This is an optimization exercise on Yosys and OpenROAD, whose aim is small area, a short achievable clock period and few clock cycles per item, not a production implementation.
The RTL was checked by simulation tests, not by an equivalence proof against the original design.
Power figures rest on the tool's default switching activity, not on a simulated workload.

==> design.v <==
`default_nettype none
package mexp_pkg;
    localparam int WIDTH = 32;
    localparam int CNT_W = $clog2(WIDTH);
    typedef logic [WIDTH-1:0] word_t;
    typedef logic [CNT_W-1:0] cnt_t;
    typedef logic [1:0]       cfg_index_t;
    localparam cfg_index_t REG_MODULUS  = 2'd0;
    localparam cfg_index_t REG_EXPONENT = 2'd1;
    localparam word_t MODULUS_RESET  = word_t'(3233);
    localparam word_t EXPONENT_RESET = word_t'(17);
    typedef enum logic [1:0] {
        ST_IDLE,
        ST_RED,
        ST_PASS,
        ST_DONE
    } state_t;
endpackage
`default_nettype wire
`default_nettype none
module mexp_ctrl (
    input  wire logic                clk,
    input  wire logic                rst_n,
    input  wire logic                in_valid,
    output logic                     in_ready,
    output logic                     out_valid,
    input  wire logic                out_ready,
    input  wire logic                special,
    input  wire logic                fast,
    output logic                     load,
    output logic                     load_special,
    output logic                     red,
    output logic                     pass,
    output logic                     last,
    output mexp_pkg::cnt_t           bit_idx,
    output mexp_pkg::cnt_t           pass_idx
);
    mexp_pkg::state_t state_reg;
    mexp_pkg::cnt_t   j_reg;
    mexp_pkg::cnt_t   k_reg;
    logic             accept;
    assign in_ready     = (state_reg == mexp_pkg::ST_IDLE);
    assign out_valid    = (state_reg == mexp_pkg::ST_DONE);
    assign accept       = in_valid && in_ready;
    assign load         = accept && !special;
    assign load_special = accept && special;
    assign red          = (state_reg == mexp_pkg::ST_RED);
    assign pass         = (state_reg == mexp_pkg::ST_PASS);
    assign last         = (j_reg == '0);
    assign bit_idx      = j_reg;
    assign pass_idx     = k_reg;
    always_ff @(posedge clk or negedge rst_n)
    begin
        if (!rst_n)
        begin
            state_reg <= mexp_pkg::ST_IDLE;
        end
        else
        begin
            unique case (state_reg)
                mexp_pkg::ST_IDLE:
                begin
                    if (accept)
                    begin
                        state_reg <= special ? mexp_pkg::ST_DONE : mexp_pkg::ST_RED;
                    end
                end
                mexp_pkg::ST_RED:
                begin
                    if (last)
                    begin
                        state_reg <= mexp_pkg::ST_PASS;
                    end
                end
                mexp_pkg::ST_PASS:
                begin
                    if (last && (k_reg == mexp_pkg::cnt_t'(mexp_pkg::WIDTH - 1)))
                    begin
                        state_reg <= mexp_pkg::ST_DONE;
                    end
                end
                mexp_pkg::ST_DONE:
                begin
                    if (out_ready)
                    begin
                        state_reg <= mexp_pkg::ST_IDLE;
                    end
                end
                default:
                begin
                    state_reg <= mexp_pkg::ST_IDLE;
                end
            endcase
        end
    end
    always_ff @(posedge clk)
    begin
        if (load)
        begin
            j_reg <= fast ? '0 : '1;
        end
        else
        begin
            j_reg <= j_reg - 1'b1;
        end
        if (red)
        begin
            k_reg <= '0;
        end
        else if (pass && last)
        begin
            k_reg <= k_reg + 1'b1;
        end
    end
endmodule
`default_nettype wire
`default_nettype none
module mexp_mulstep (
    input  wire logic [31:0] s,
    input  wire logic        a,
    input  wire logic [31:0] b,
    input  wire logic [31:0] m,
    output logic [31:0]      r
);
    logic [34:0] p;
    logic [34:0] q;
    logic [34:0] z1;
    logic [34:0] z2;
    logic [34:0] s1;
    logic [34:0] c1;
    logic [34:0] s2;
    logic [34:0] c2;
    logic [34:0] t0;
    logic [34:0] t1;
    logic [34:0] t2;
    assign p  = {2'b00, s, 1'b0};
    assign q  = {3'b000, b & {32{a}}};
    assign z1 = ~{3'b000, m};
    assign z2 = ~{2'b00, m, 1'b0};
    assign s1 = p ^ q ^ z1;
    assign c1 = (p & q) | (p & z1) | (q & z1);
    assign s2 = p ^ q ^ z2;
    assign c2 = (p & q) | (p & z2) | (q & z2);
    assign t0 = p + q;
    assign t1 = s1 + {c1[33:0], 1'b1};
    assign t2 = s2 + {c2[33:0], 1'b1};
    always_comb
    begin
        if (!t2[34])
        begin
            r = t2[31:0];
        end
        else if (!t1[34])
        begin
            r = t1[31:0];
        end
        else
        begin
            r = t0[31:0];
        end
    end
endmodule
`default_nettype wire
`default_nettype none
module modular_exponentiation (
    input  wire logic                  clk,
    input  wire logic                  rst_n,
    input  wire logic                  in_valid,
    output logic                       in_ready,
    input  wire mexp_pkg::word_t       message,
    output logic                       out_valid,
    input  wire logic                  out_ready,
    output mexp_pkg::word_t            power_result,
    input  wire logic                  cfg_valid,
    output logic                       cfg_ready,
    input  wire mexp_pkg::cfg_index_t  cfg_index,
    input  wire mexp_pkg::word_t       cfg_data
);
    mexp_pkg::word_t modulus_reg;
    mexp_pkg::word_t exponent_reg;
    mexp_pkg::word_t base_reg;
    mexp_pkg::word_t acc_reg;
    mexp_pkg::word_t sq_reg;
    mexp_pkg::word_t mul_reg;
    logic            sq_bit_reg;
    logic            mul_bit_reg;
    logic            special;
    logic            fast;
    logic            load;
    logic            load_special;
    logic            red;
    logic            pass;
    logic            last;
    mexp_pkg::cnt_t  bit_idx;
    mexp_pkg::cnt_t  pass_idx;
    mexp_pkg::cnt_t  next_idx;
    logic            exp_bit;
    mexp_pkg::word_t mcand;
    mexp_pkg::word_t sq_res;
    mexp_pkg::word_t mul_res;
    assign cfg_ready = 1'b1;
    always_ff @(posedge clk or negedge rst_n)
    begin
        if (!rst_n)
        begin
            modulus_reg  <= mexp_pkg::MODULUS_RESET;
            exponent_reg <= mexp_pkg::EXPONENT_RESET;
        end
        else if (cfg_valid)
        begin
            if (cfg_index == mexp_pkg::REG_MODULUS)
            begin
                modulus_reg <= cfg_data;
            end
            if (cfg_index == mexp_pkg::REG_EXPONENT)
            begin
                exponent_reg <= cfg_data;
            end
        end
    end
    assign special = (modulus_reg == '0) || (exponent_reg == '0);
    assign fast    = modulus_reg[mexp_pkg::WIDTH-1];
    mexp_ctrl u_ctrl (
        .clk          (clk),
        .rst_n        (rst_n),
        .in_valid     (in_valid),
        .in_ready     (in_ready),
        .out_valid    (out_valid),
        .out_ready    (out_ready),
        .special      (special),
        .fast         (fast),
        .load         (load),
        .load_special (load_special),
        .red          (red),
        .pass         (pass),
        .last         (last),
        .bit_idx      (bit_idx),
        .pass_idx     (pass_idx)
    );
    assign exp_bit  = exponent_reg[pass_idx];
    assign next_idx = bit_idx - 1'b1;
    assign mcand    = red ? mexp_pkg::word_t'(1) : base_reg;
    mexp_mulstep u_sq (
        .s (sq_reg),
        .a (sq_bit_reg),
        .b (mcand),
        .m (modulus_reg),
        .r (sq_res)
    );
    mexp_mulstep u_mul (
        .s (mul_reg),
        .a (mul_bit_reg),
        .b (base_reg),
        .m (modulus_reg),
        .r (mul_res)
    );
    always_ff @(posedge clk)
    begin
        if (load)
        begin
            base_reg    <= message;
            acc_reg     <= mexp_pkg::word_t'(1);
            sq_reg      <= fast ? {1'b0, message[mexp_pkg::WIDTH-1:1]} : '0;
            mul_reg     <= '0;
            sq_bit_reg  <= fast ? message[0] : message[mexp_pkg::WIDTH-1];
            mul_bit_reg <= 1'b0;
        end
        else if (load_special)
        begin
            acc_reg <= mexp_pkg::word_t'(modulus_reg != '0);
        end
        else if (last)
        begin
            sq_reg      <= '0;
            mul_reg     <= '0;
            if (red || pass)
            begin
                base_reg   <= sq_res;
                sq_bit_reg <= sq_res[mexp_pkg::WIDTH-1];
            end
            if (pass && exp_bit)
            begin
                acc_reg     <= mul_res;
                mul_bit_reg <= mul_res[mexp_pkg::WIDTH-1];
            end
            else
            begin
                mul_bit_reg <= acc_reg[mexp_pkg::WIDTH-1];
            end
        end
        else
        begin
            sq_reg      <= sq_res;
            mul_reg     <= mul_res;
            sq_bit_reg  <= base_reg[next_idx];
            mul_bit_reg <= acc_reg[next_idx];
        end
    end
    assign power_result = acc_reg;
endmodule
`default_nettype wire
==> run.sh <==
#!/bin/bash
# synth_recipe.tcl (not shown) runs the flow's synth.tcl, then flattens the netlist and writes it again
# the make line also repeats each setting of config.mk as NAME=value (left out here)
make -C /OpenROAD-flow-scripts/flow DESIGN_CONFIG=/design/flow/config.mk WORK_HOME=/design/flow/orfs CLKGATE_MAP_FILE= SYNTH_SCRIPT=/design/flow/synth_recipe.tcl finish
==> config.mk <==
export PLATFORM = sky130hd
export DESIGN_NAME = modular_exponentiation
export DESIGN_NICKNAME = modular_exponentiation
export VERILOG_FILES = /design/flow/design.v
export SDC_FILE = /design/flow/constraint.sdc
export NUM_CORES = 4
export LEC_CHECK = 0
export CAP_MARGIN = 20
export CORE_MARGIN = 2
export CORE_UTILIZATION = 40
export SLEW_MARGIN = 20
==> constraint.sdc <==
create_clock -name core_clock -period 6.5 [get_ports {clk}]
set_input_delay 1.3000 -clock core_clock [delete_from_list [all_inputs] [get_ports {clk}]]
set_output_delay 1.3000 -clock core_clock [all_outputs]
set_load 0.01 [all_outputs]
==> run summary <==
[layer usage]
metal / global-route usage / up-vias
li1: - / 9801
met1: 0.363 / 10300
met2: 0.445 / 823
met3: 0.0315 / 155
met4: 0.102 / 0
met5: 0 / -
[final timing paths]
| kind | startpoint | end | slack [ps] | cells past startpoint |
|---|---|---|---|---|
| worst max-delay path | u_ctrl.state_reg[1]$_DFFE_PN0P_ | base_reg[2]$_DFFE_PP_ | 1110 | 20 |
| worst min-delay path | acc_reg[30]$_SDFFE_PP0P_ | acc_reg[30]$_SDFFE_PP0P_ | 490 | 2 |
| worst max register to register | u_ctrl.state_reg[1]$_DFFE_PN0P_ | base_reg[2]$_DFFE_PP_ | 1110 | 20 |
| worst min register to register | acc_reg[30]$_SDFFE_PP0P_ | acc_reg[30]$_SDFFE_PP0P_ | 490 | 2 |
| max in group asynchronous | rst_n | modulus_reg[27]$_DFFE_PN0P_ | 4950 | 2 |
| min in group asynchronous | rst_n | exponent_reg[2]$_DFFE_PN0P_ | 910 | 2 |
[cells by family (layout without fill, tap and decap cells)]
| family | count (synthesis) | in the layout |
|---|---|---|
| other | 1 | 1 |
| xor gates and xnor gates | 157 | 157 |
| adders and majority gates | 330 | 330 |
| AOI/OAI and AO/OA | 834 | 834 |
| DFF | 206 | 206 |
| buffers and inverters | 319 | 394 |
| muxes | 87 | 87 |
| and+or+nand+nor | 748 | 748 |
[cell usage in the layout, fill, tap and decap left out, types with 35 or more instances in the layout]
cell type          n
fa_1             130
a31oi_1           35
dfrtp_1           59
xnor2_1          100
clkdlybuf4s50_1  103
a21oi_1          217
nand3_1           67
a211oi_1          42
dfxtp_1           75
edfxtp_1          65
and2_1            62
o21ai_1           53
nor3_1            52
nor2_1           165
ha_1             200
mux2_2            43
o21ai_0          156
xor2_1            57
nand2_1          246
a21o_1            79
inv_1            217
[per-stage QoR]
stage               hold slack [ps]   util
floorplan                       466      -
global placement                478  0.434
detailed placement              482  0.434
CTS                             491  0.448
global route                    503  0.448
finish                          490  0.448
[cell type report]
type	instances	area share
Sequential cell	206	0.199
Clock buffer	35	0.0262
Tap cell	765	0.0373
Clock inverter	10	0.00507
Timing Repair Buffer	131	0.0487
Inverter	218	0.0319
Multi-Input combinational cell	2157	0.652
[worst register-to-register path, stage by stage, from the launching register on]
cell       delay, ps
dfrtp_1          390
inv_1             80
ha_1             200
nor2b_1          290
buf_4            370
and2_1           210
inv_1             80
fa_1             470
inv_1             40
ha_1             310
o21ai_0          130
a211oi_2         270
o211ai_1         190
a211oi_2         400
o2111ai_1        180
and2_1           240
o21ai_2          440
buf_4            370
a211oi_1          80
a31oi_1          250
a21oi_1          120
[where the power goes]
part,total [uW],internal [uW],switching [uW]
logic,12400,4990,7390
clock network,1430,838,590
registers,2360,1950,414
==> results by group <==
GRT
  • Vias in the first global route: 20,700
  • First-pass GRT wire length: 124,000 microns
  • Gr ovfl total: 0
  • Initial antenna violation count: 1
  • Largest net degree at the start of global routing: 67
  • Tot GR Track Use: 0.270

Setup path
  • Worst path max stage delay: 470 ps
  • Critical path type: reg2reg
  • Worst setup SP type: flop
  • Req. time, crit path: 6780 ps
  • CP Max Fanout: 27
  • Worst-path cell chain: inv_1 > ha_1 > nor2b_1 > buf_4 > and2_1 > inv_1 > fa_1 > inv_1 > ha_1 > o21ai_0 > a211oi_2 > o211ai_1 > a211oi_2 > o2111ai_1 > and2_1 > o21ai_2 > buf_4 > a211oi_1 > a31oi_1 > a21oi_1
  • Most used cell, CP: inv_1
  • Worst Path Arrival: 5670 ps
  • Slowest stage cell on the critical path: fa_1
  • Worst path top cell family by delay: compound AO/OA/AOI/OAI gates
  • CP Capture Type: flop
  • WP buf/inv: 5

Placed design
  • Setup WS pre-CTS: 1180 ps
  • Placed insts: 3,477
  • Area after DPL: 24,900 sq um
  • Post-DP HPWL: 66,100 microns
  • Gpl congestion: 0.962
  • PortBufs: 104

Synth
  • Post-synthesis mux area share: 0.0531
  • Adder-cell share of the synthesized area: 0.221
  • Most frequent cells after synthesis: 246 x nand2_1, 218 x inv_1, 217 x a21oi_1
  • Synth cell types: 95
  • Synth top area cells: fa_1 11%, ha_1 11%, edfxtp_1 8.5%, dfxtp_1 6.5%, dfrtp_1 6.4%
  • Simple-Gate Fraction of Synth Area: 0.153
  • Avg Inst Size Synth: 8.60 sq um
  • Asr flop ratio synth: 0.320
  • Synth top area share: 0.113
  • Main combinational cell family by area after synthesis: compound AO/OA/AOI/OAI gates
  • Net Count, Synth: 3,083
  • Post-synth top flop: dfxtp_1
  • Sequential area share after synthesis: 0.222
  • #FFs+latches synth: 206
  • Post-Synth XOR/XNOR Area: 0.0596
  • Cells after Synth: 2,682
  • Count leader, synth: nand2_1
  • Synth Area in Compound Gates: 0.237
  • Post-Syn Area: 23,100 sq um
  • Cell taking the most area after synthesis: fa_1
  • YS warnings: 3
  • Post-synth EDFFs: 65

STA
  • Final Setup Violations: 0
  • Final hold vios: 0
  • Slew @ Worst Pin: 1100 ps
  • Final Cycle Share: 0.829
  • Final setup TNS: 0 ps
  • RSZ-0062 raised after global routing: false
  • Slew headroom: 0.265
  • Fin Clk Skew: 14.5 ps
  • Final count of pins violating max slew: 0
  • Setup WS post-layout: 1110 ps
  • Highest clock rate: 185 MHz
  • Final Critical Period: 5390 ps

Route
  • Vias per cell: 6.00
  • Wl on met1: 35,300 microns
  • Routed vias: 21,100
  • WL met3: 5550 microns
  • Number of DRC markers in iteration 0: 2,159
  • Met2 wire length: 37,800 microns
  • DRC: 0
  • Average wire per standard cell: 23.2 microns
  • DR top layer: met4
  • 1st-pass router iterations: 5
  • Post-Route WL: 81,900 microns
  • ANT nets after route: 0

Layout
  • Fin cells: 3,522
  • Synth-to-Final Area Change: 11.3%
  • Multi-input combinational cell area: 16,700 sq um
  • Share of cells above drive strength 1: 0.0675
  • Register area: 5110 sq um
  • Net count, final: 3,140
  • Design area: 25,700 sq um
  • Filler cell count in the final layout: 5,543
  • Antenna diode count: 0

Die
  • Die width: 244 microns
  • Die Footprint: 59,600 sq um
  • Core area: 57,400 sq um
  • Initial Util: 0.402
  • Row count: 88
  • Ports: 106
  • Die height: 244 microns

Clocking
  • H-tree levels: 1
  • Clock Sinks: 206
  • Postcts setup bufs: 0
  • Post_cts resized: 0
  • Clock latency (worst-skew pair): 550 ps
  • CTS Hold Bufs: 0
  • Clock Tree Root: clkbuf_16
  • Num CTS Buffers: 25
  • Clock Pin Slew Worst Setup and Hold Paths: 70 ps
  • CTS tree: yes
  • CTS max path bufs: 3

Power
  • Pwr dens: 630 nW/um^2
  • Pwr Total: 16,200 uW
  • VDD IR max: 0.000199 V
  • Pleak: 0.0112 uW

Hold path
  • Hold Crit Class: reg2reg

Run
  • Max-cap violations: 0

Outcome
  • Status: timing/DRC/antenna clean
Testbench counts, summed over its fixed seeds: cycles 197,184, items 192.

static timing again, ports no longer ideal:
The results above use ideal ports. As a check the final layout listed here was re-extracted and re-timed, cells and wires unchanged. Step 1: set_driving_cell puts a clkbuf_16 on clk and a buf_2 on each other input, an assumption about the parent block. Step 2, shift: input delay + t, output delay - t, t = (earliest + latest rising clock arrival at the registers) / 2. This alone moves slack from input paths to output paths. Three values: ideal, step 1, step 2; two values: the first two.
t, ns: 0.599
slack for setup (ns): 1.108 / 1.108 / 1.108
worst hold slack (ns): 0.490 / 0.490 / 0.490
After both steps this run still meets setup and hold. For this run, drivers alone change the setup slack by 0.000 ns; drivers and shift together by 0.000 ns.
